From an optimization exercise on the open Yosys and OpenROAD flow, aimed at small area, a short achievable clock period and few clock cycles per item; shortcuts taken in it are not production practice.
RTL that was checked went through simulation tests only; none was proved equivalent to the original.

==> inputs of run C <==
Design line_sensor_calibrate_normalize_marker_unit, start of the top module:
module line_sensor_calibrate_normalize_marker_unit #(
  parameter int SENSOR_COUNT = lsn_pkg::SENSOR_COUNT_DEF
) (
  input  logic                          clk,
  input  logic                          rst,
  input  logic                          cfg_we,
  input  logic [lsn_pkg::CFG_IDX_W-1:0]  cfg_index,
  input  logic [lsn_pkg::CFG_DATA_W-1:0] cfg_data,
  input  logic                          in_valid,
  output logic                          in_ready,
  input  logic [lsn_pkg::CMD_W-1:0]     in_command,
  input  logic [lsn_pkg::IDX_W-1:0]     in_sensor_index,
  input  logic [lsn_pkg::SAMPLE_W-1:0]  in_raw_sample,
  output logic                          out_valid,
  input  logic                          out_ready,
  output logic [lsn_pkg::LEVEL_W-1:0]   out_normalized,
  output logic                          out_on_marker,
  output logic                          out_marker_edge,
  output logic [lsn_pkg::COUNT_W-1:0]   out_left_markers,
  output logic [lsn_pkg::COUNT_W-1:0]   out_right_markers
);
clock: 9.0 ns
lec_check: 0
abc_clock_period_in_ps: 3000
cap_margin: 20
core_margin: 2
core_utilization: 50
cts_buf_list: sky130_fd_sc_hd__clkbuf_16
cts_cluster_diameter: 100
cts_cluster_size: 24
place_density: 0.7
slew_margin: 20
tns_end_percent: 0
standard.sh (not shown) runs the stock make flow with config.mk's settings and CLKGATE_MAP_FILE= SYNTH_SCRIPT=/design/flow/synth_recipe.tcl, a recipe that flattens the netlist after the stock synthesis.
==> flow/flow/run.sh <==
#!/bin/bash
# Standard ORFS layout (the standard.sh, unchanged synthesis, floorplan,
# power grid, placement, CTS and routing) with two repair settings changed:
#  - MATCH_CELL_FOOTPRINT=0, so repair may resize the port buffers and other
#    cells to a different footprint (detailed placement runs after each repair).
# Full tool output goes to flow_make.log here; ORFS keeps per-step logs under
# orfs/logs.
set -euo pipefail
bash standard.sh SETUP_SLACK_MARGIN=6.1 MATCH_CELL_FOOTPRINT=0 finish > flow_make.log 2>&1
==> run G (differences from run C) <==
--- a/flow/design.v
+++ b/flow/design.v
@@ -60,91 +60,63 @@
     end else if (cfg_we) begin
       if (cfg_index == 1'b0) min_span <= cfg_data[SAMPLE_W-1:0];
       else                   mark_level <= cfg_data[LEVEL_W-1:0];
     end
   end
-  logic [SAMPLE_W-1:0] cal_max [SENSOR_COUNT];
-  logic [SAMPLE_W-1:0] cal_min [SENSOR_COUNT];
-  logic [SENSOR_COUNT-1:0] cal_set;
   logic                    s0_v;
   logic [CMD_W-1:0]        s0_cmd;
-  logic [IDX_W-1:0]        s0_idx;
   logic [SENSOR_COUNT-1:0] s0_oh;
-  logic                    s0_rng;
   logic [SAMPLE_W-1:0]     s0_s;
-  logic [SAMPLE_W-1:0]     s0_hi, s0_lo;
-  logic                    s0_set;
   logic [SENSOR_COUNT-1:0] in_oh;
-  logic [SAMPLE_W-1:0]     rd_hi, rd_lo;
-  logic                    rd_set;
-  logic [SAMPLE_W-1:0]     nx_hi, nx_lo;
-  logic                    wr_cal, rs_cal;
-  logic                    upd_hi, upd_lo;
-  logic                    same;
   always_comb begin
     for (int i = 0; i < SENSOR_COUNT; i++) in_oh[i] = (in_sensor_index == IDX_W'(i));
   end
-  always_comb begin
-    rd_hi  = '0;
-    rd_lo  = '0;
-    rd_set = 1'b0;
-    for (int i = 0; i < SENSOR_COUNT; i++) begin
-      rd_hi  = rd_hi  | (cal_max[i] & {SAMPLE_W{in_oh[i]}});
-      rd_lo  = rd_lo  | (cal_min[i] & {SAMPLE_W{in_oh[i]}});
-      rd_set = rd_set | (cal_set[i] & in_oh[i]);
-    end
-  end
-  assign wr_cal = s0_v && (s0_cmd == CMD_CALIBRATE);
-  assign rs_cal = s0_v && (s0_cmd == CMD_RESET_CAL);
-  assign upd_hi = !s0_set || (s0_s > s0_hi);
-  assign upd_lo = !s0_set || (s0_s < s0_lo);
-  assign nx_hi  = upd_hi ? s0_s : s0_hi;
-  assign nx_lo  = upd_lo ? s0_s : s0_lo;
-  assign same   = s0_rng && (in_sensor_index == s0_idx);
-  always_comb begin
-    for (int i = 0; i < SENSOR_COUNT; i++) s0_oh[i] = (s0_idx == IDX_W'(i));
-  end
   always_ff @(posedge clk) begin
     if (rst)      s0_v <= 1'b0;
     else if (adv) s0_v <= in_valid;
   end
   always_ff @(posedge clk) begin
     if (adv) begin
       s0_cmd <= in_command;
-      s0_idx <= in_sensor_index;
-      s0_rng <= in_sensor_index < IDX_W'(SENSOR_COUNT);
+      s0_oh  <= in_oh;
       s0_s   <= in_raw_sample;
-      if (wr_cal && same) begin
-        s0_hi  <= nx_hi;
-        s0_lo  <= nx_lo;
-        s0_set <= 1'b1;
-      end else begin
-        s0_hi  <= rd_hi;
-        s0_lo  <= rd_lo;
-        s0_set <= rd_set && !rs_cal;
-      end
     end
   end
+  logic [SAMPLE_W-1:0] cal_max [SENSOR_COUNT];
+  logic [SAMPLE_W-1:0] cal_min [SENSOR_COUNT];
+  logic [SENSOR_COUNT-1:0] cal_set;
+  logic                in_rng;
+  logic [SAMPLE_W-1:0] hi, lo;
+  logic                set;
+  logic                wr_cal;
+  logic                upd_hi, upd_lo;
+  assign in_rng = |s0_oh;
+  always_comb begin
+    hi  = '0;
+    lo  = '0;
+    set = 1'b0;
+    for (int i = 0; i < SENSOR_COUNT; i++) begin
+      hi  = hi  | (cal_max[i] & {SAMPLE_W{s0_oh[i]}});
+      lo  = lo  | (cal_min[i] & {SAMPLE_W{s0_oh[i]}});
+      set = set | (cal_set[i] & s0_oh[i]);
+    end
+  end
+  assign wr_cal = s0_v && (s0_cmd == CMD_CALIBRATE);
+  assign upd_hi = !set || (s0_s > hi);
+  assign upd_lo = !set || (s0_s < lo);
   always_ff @(posedge clk) begin
     for (int i = 0; i < SENSOR_COUNT; i++) begin
       if (wr_cal && s0_oh[i] && upd_hi) cal_max[i] <= s0_s;
       if (wr_cal && s0_oh[i] && upd_lo) cal_min[i] <= s0_s;
     end
   end
   always_ff @(posedge clk) begin
     for (int i = 0; i < SENSOR_COUNT; i++) begin
-      if (rst || rs_cal)            cal_set[i] <= 1'b0;
-      else if (wr_cal && s0_oh[i])  cal_set[i] <= 1'b1;
+      if (rst || (s0_v && s0_cmd == CMD_RESET_CAL)) cal_set[i] <= 1'b0;
+      else if (wr_cal && s0_oh[i])                  cal_set[i] <= 1'b1;
     end
   end
-  logic in_rng;
-  logic [SAMPLE_W-1:0] hi, lo;
-  logic set;
-  assign in_rng = s0_rng;
-  assign hi     = s0_hi;
-  assign lo     = s0_lo;
-  assign set    = s0_set;
   logic                s1_v, s1_meas, s1_l, s1_r, s1_rm;
   logic                s1_set, s1_le, s1_ge;
   logic [SAMPLE_W-1:0] s1_d, s1_span;
   always_ff @(posedge clk) begin
     if (rst)      s1_v <= 1'b0;
@@ -193,11 +165,11 @@
     end
     assign st_in[0] = {qv, qd};
   end else begin : g_nopre
     assign st_in[0] = pre;
   end
-  for (genvar i = 0; i < NSTEP - 1; i++) begin : g_step
+  for (genvar i = 0; i < NSTEP; i++) begin : g_step
     logic [5:0]          c;
     logic [SAMPLE_W-1:0] r_i, d_i;
     logic [SAMPLE_W+1:0] d3_i;
     logic [LEVEL_W-1:0]  n_i;
     logic [SAMPLE_W+1:0] t;
@@ -239,95 +211,44 @@
       assign st_in[i+1] = {qv, qd};
     end else begin : g_wire
       assign st_in[i+1] = o;
     end
   end
-  logic [5:0]          fc;
-  logic [SAMPLE_W-1:0] fr, fd;
-  logic [SAMPLE_W+1:0] fd3;
-  logic [LEVEL_W-1:0]  fn;
-  logic [SAMPLE_W+1:0] ft;
-  logic [SAMPLE_W+2:0] ft1, ft2, ft3;
-  logic [1:0]          fqb;
-  logic                f_on;
-  assign {fc, fr, fd, fd3, fn} = st_in[NSTEP-1];
-  assign ft  = {fr, fn[LEVEL_W-1 -: 2]};
-  assign ft1 = {1'b0, ft} - {3'b000, fd};
-  assign ft2 = {1'b0, ft} - {2'b00, fd, 1'b0};
-  assign ft3 = {1'b0, ft} - {1'b0, fd3};
-  always_comb begin
-    if (!ft3[SAMPLE_W+2])      fqb = 2'd3;
-    else if (!ft2[SAMPLE_W+2]) fqb = 2'd2;
-    else if (!ft1[SAMPLE_W+2]) fqb = 2'd1;
-    else                       fqb = 2'd0;
-  end
-  logic f_side, f_hgt, f_heq, f_lgt, f_early, f_late;
-  assign f_side = fc[4] || fc[3];
-  assign f_hgt  = fn[LEVEL_W-3:0] > mark_level[LEVEL_W-1:2];
-  assign f_heq  = fn[LEVEL_W-3:0] == mark_level[LEVEL_W-1:2];
-  always_comb begin
-    unique case (mark_level[1:0])
-      2'd0: f_lgt = !ft1[SAMPLE_W+2];
-      2'd1: f_lgt = !ft2[SAMPLE_W+2];
-      2'd2: f_lgt = !ft3[SAMPLE_W+2];
-      default: f_lgt = 1'b0;
-    endcase
-  end
-  always_comb begin
-    unique case (fc[1:0])
-      LV_ZERO: f_early = 1'b0;
-      LV_HALF: f_early = (mark_level < LEVEL_W'(HALF_SCALE));
-      LV_FULL: f_early = (mark_level < LEVEL_W'(FULL_SCALE));
-      default: f_early = f_hgt;
-    endcase
-    f_early = f_early && f_side;
-    f_late  = f_side && (fc[1:0] == LV_DIV) && f_heq;
-  end
-  assign f_on = f_early || (f_late && f_lgt);
-  logic               last_v, last_l, last_r, last_rm, last_on;
-  logic [1:0]         last_mode;
+  logic [5:0]         last_c;
   logic [LEVEL_W-1:0] last_q;
   logic [LEVEL_W-1:0] last_level;
-  always_ff @(posedge clk) begin
-    if (rst)      last_v <= 1'b0;
-    else if (adv) last_v <= fc[5];
-  end
-  always_ff @(posedge clk) begin
-    if (adv) begin
-      {last_l, last_r, last_rm, last_mode} <= fc[4:0];
-      last_on <= f_on;
-      last_q  <= {fn[LEVEL_W-3:0], fqb};
-    end
-  end
+  logic               last_v, last_l, last_r, last_rm;
+  logic [1:0]         last_mode;
+  assign last_c = st_in[NSTEP][ST_W-1 -: 6];
+  assign last_q = st_in[NSTEP][LEVEL_W-1:0];
+  assign {last_v, last_l, last_r, last_rm, last_mode} = last_c;
   always_comb begin
     unique case (last_mode)
       LV_ZERO: last_level = '0;
       LV_HALF: last_level = LEVEL_W'(HALF_SCALE);
       LV_FULL: last_level = LEVEL_W'(FULL_SCALE);
       default: last_level = last_q;
     endcase
   end
-  logic               sk_l, sk_r, sk_rm, sk_on;
+  logic               sk_l, sk_r, sk_rm;
   logic [LEVEL_W-1:0] sk_level;
   logic               o_free;
-  logic               take_v, take_l, take_r, take_rm, take_on;
+  logic               take_v, take_l, take_r, take_rm;
   logic [LEVEL_W-1:0] take_level;
   assign o_free = !out_valid || out_ready;
   always_comb begin
     if (sk_v) begin
       take_v     = 1'b1;
       take_l     = sk_l;
       take_r     = sk_r;
       take_rm    = sk_rm;
-      take_on    = sk_on;
       take_level = sk_level;
     end else begin
       take_v     = last_v;
       take_l     = last_l;
       take_r     = last_r;
       take_rm    = last_rm;
-      take_on    = last_on;
       take_level = last_level;
     end
   end
   logic sk_v_nx;
   always_comb begin
@@ -350,11 +271,10 @@
   always_ff @(posedge clk) begin
     if (!sk_v) begin
       sk_l     <= last_l;
       sk_r     <= last_r;
       sk_rm    <= last_rm;
-      sk_on    <= last_on;
       sk_level <= last_level;
     end
   end
   logic               on;
   logic               l_prev, r_prev;
@@ -362,11 +282,11 @@
   logic               res_on, res_edge;
   logic [LEVEL_W-1:0] res_level;
   logic               res_v;
   logic               commit;
   assign commit = o_free && take_v;
-  assign on     = take_on;
+  assign on     = (take_l || take_r) && (take_level > mark_level);
   always_ff @(posedge clk) begin
     if (rst) begin
       res_v <= 1'b0;
     end else if (o_free) begin
       res_v <= take_v;
==> flow/run.sh (new file) <==
#!/bin/bash
# synth_recipe.tcl (not shown) runs the flow's synth.tcl, then flattens the netlist and writes it again
# the make line also repeats each setting of config.mk as NAME=value (left out here)
make -C /OpenROAD-flow-scripts/flow DESIGN_CONFIG=/design/flow/config.mk WORK_HOME=/design/flow/orfs CLKGATE_MAP_FILE= SYNTH_SCRIPT=/design/flow/synth_recipe.tcl finish
==> flow/config.mk (replaced) <==
export PLATFORM = sky130hd
export DESIGN_NAME = line_sensor_calibrate_normalize_marker_unit
export DESIGN_NICKNAME = line_sensor_calibrate_normalize_marker_unit
export VERILOG_FILES = /design/flow/design.v
export SDC_FILE = /design/flow/constraint.sdc
export NUM_CORES = 4
export LEC_CHECK = 0
export CAP_MARGIN = 20
export CORE_MARGIN = 2
export CORE_UTILIZATION = 40
export SETUP_SLACK_MARGIN = 3
export SLEW_MARGIN = 20
removed: flow/flow/run.sh
removed: flow/standard.sh
==> impl_metrics.env <==
export IMPL_status="complete, no violations"
export IMPL_area_growth_pct=12.2
export IMPL_multi_input_gates=2043
export IMPL_p_int_uw=9270
export IMPL_path_cells="clkbuf_2 > xor2_1 > nor4_1 > nand3_1 > buf_8 > clkinvlp_4 > a21oi_4 > buf_6"
export IMPL_grt_pass1_wl_um=139000
export IMPL_drt_vias_per_instance=5.95
export IMPL_drt_wl_total_um=89300
# the run above: run C

==> impl_metrics.env <==
export IMPL_drt_wl_total_um=89400
export IMPL_area_growth_pct=13.9
export IMPL_path_cells="a222oi_1 > nand3_1 > ha_1 > inv_1 > fa_1 > nand2_1 > nand2_1 > a21oi_1 > o21ai_0 > nor2_1 > o21ai_0 > nand2_1 > and3_1"
export IMPL_grt_start_max_net_pins=143
export IMPL_status="complete, no violations"
export IMPL_drt_vias_per_instance=5.39
export IMPL_p_int_uw=10100
export IMPL_multi_input_gates=2016
export IMPL_grt_pass1_wl_um=138000
export IMPL_met1Wirelength_um=39100
# the run above: run G

Testbench counts of run C, summed over its fixed seeds: cycles 4,648, items 4,576.
Only the layout flow was run in run G; the RTL was not checked for function there.

-- re-timing with driven ports --
How much do the figures lean on ideal ports? The routed layouts below were timed once more, with nothing changed but the port constraints.
Step 1 assumes that a clkbuf_16 drives the clock port and a buf_2 every other input.
Step 2, shift: input delay + t, output delay - t, t = (earliest + latest rising clock arrival at the registers) / 2. This alone moves slack from input paths to output paths.
Slacks: ideal / step 1 / step 2; pairs: ideal / step 1.
| run | t, ns | setup WS [ns] | worst setup path after step 2 | latest minus earliest clock arrival (ns) | pins driven straight from the clock port |
|---|---|---|---|---|---|
| run C | 0.669 | 5.917 / 5.934 / 5.288 | input to register | 0.044 / 0.044 | 1 |
| run G | 0.718 | 4.379 / 4.379 / 4.379 | register to register | 0.044 / 0.044 | 1 |
After both steps setup and hold are still met in every run listed. The setup slack of run C, which loses most, moves by +0.017 ns with the drivers and by -0.629 ns with both steps.
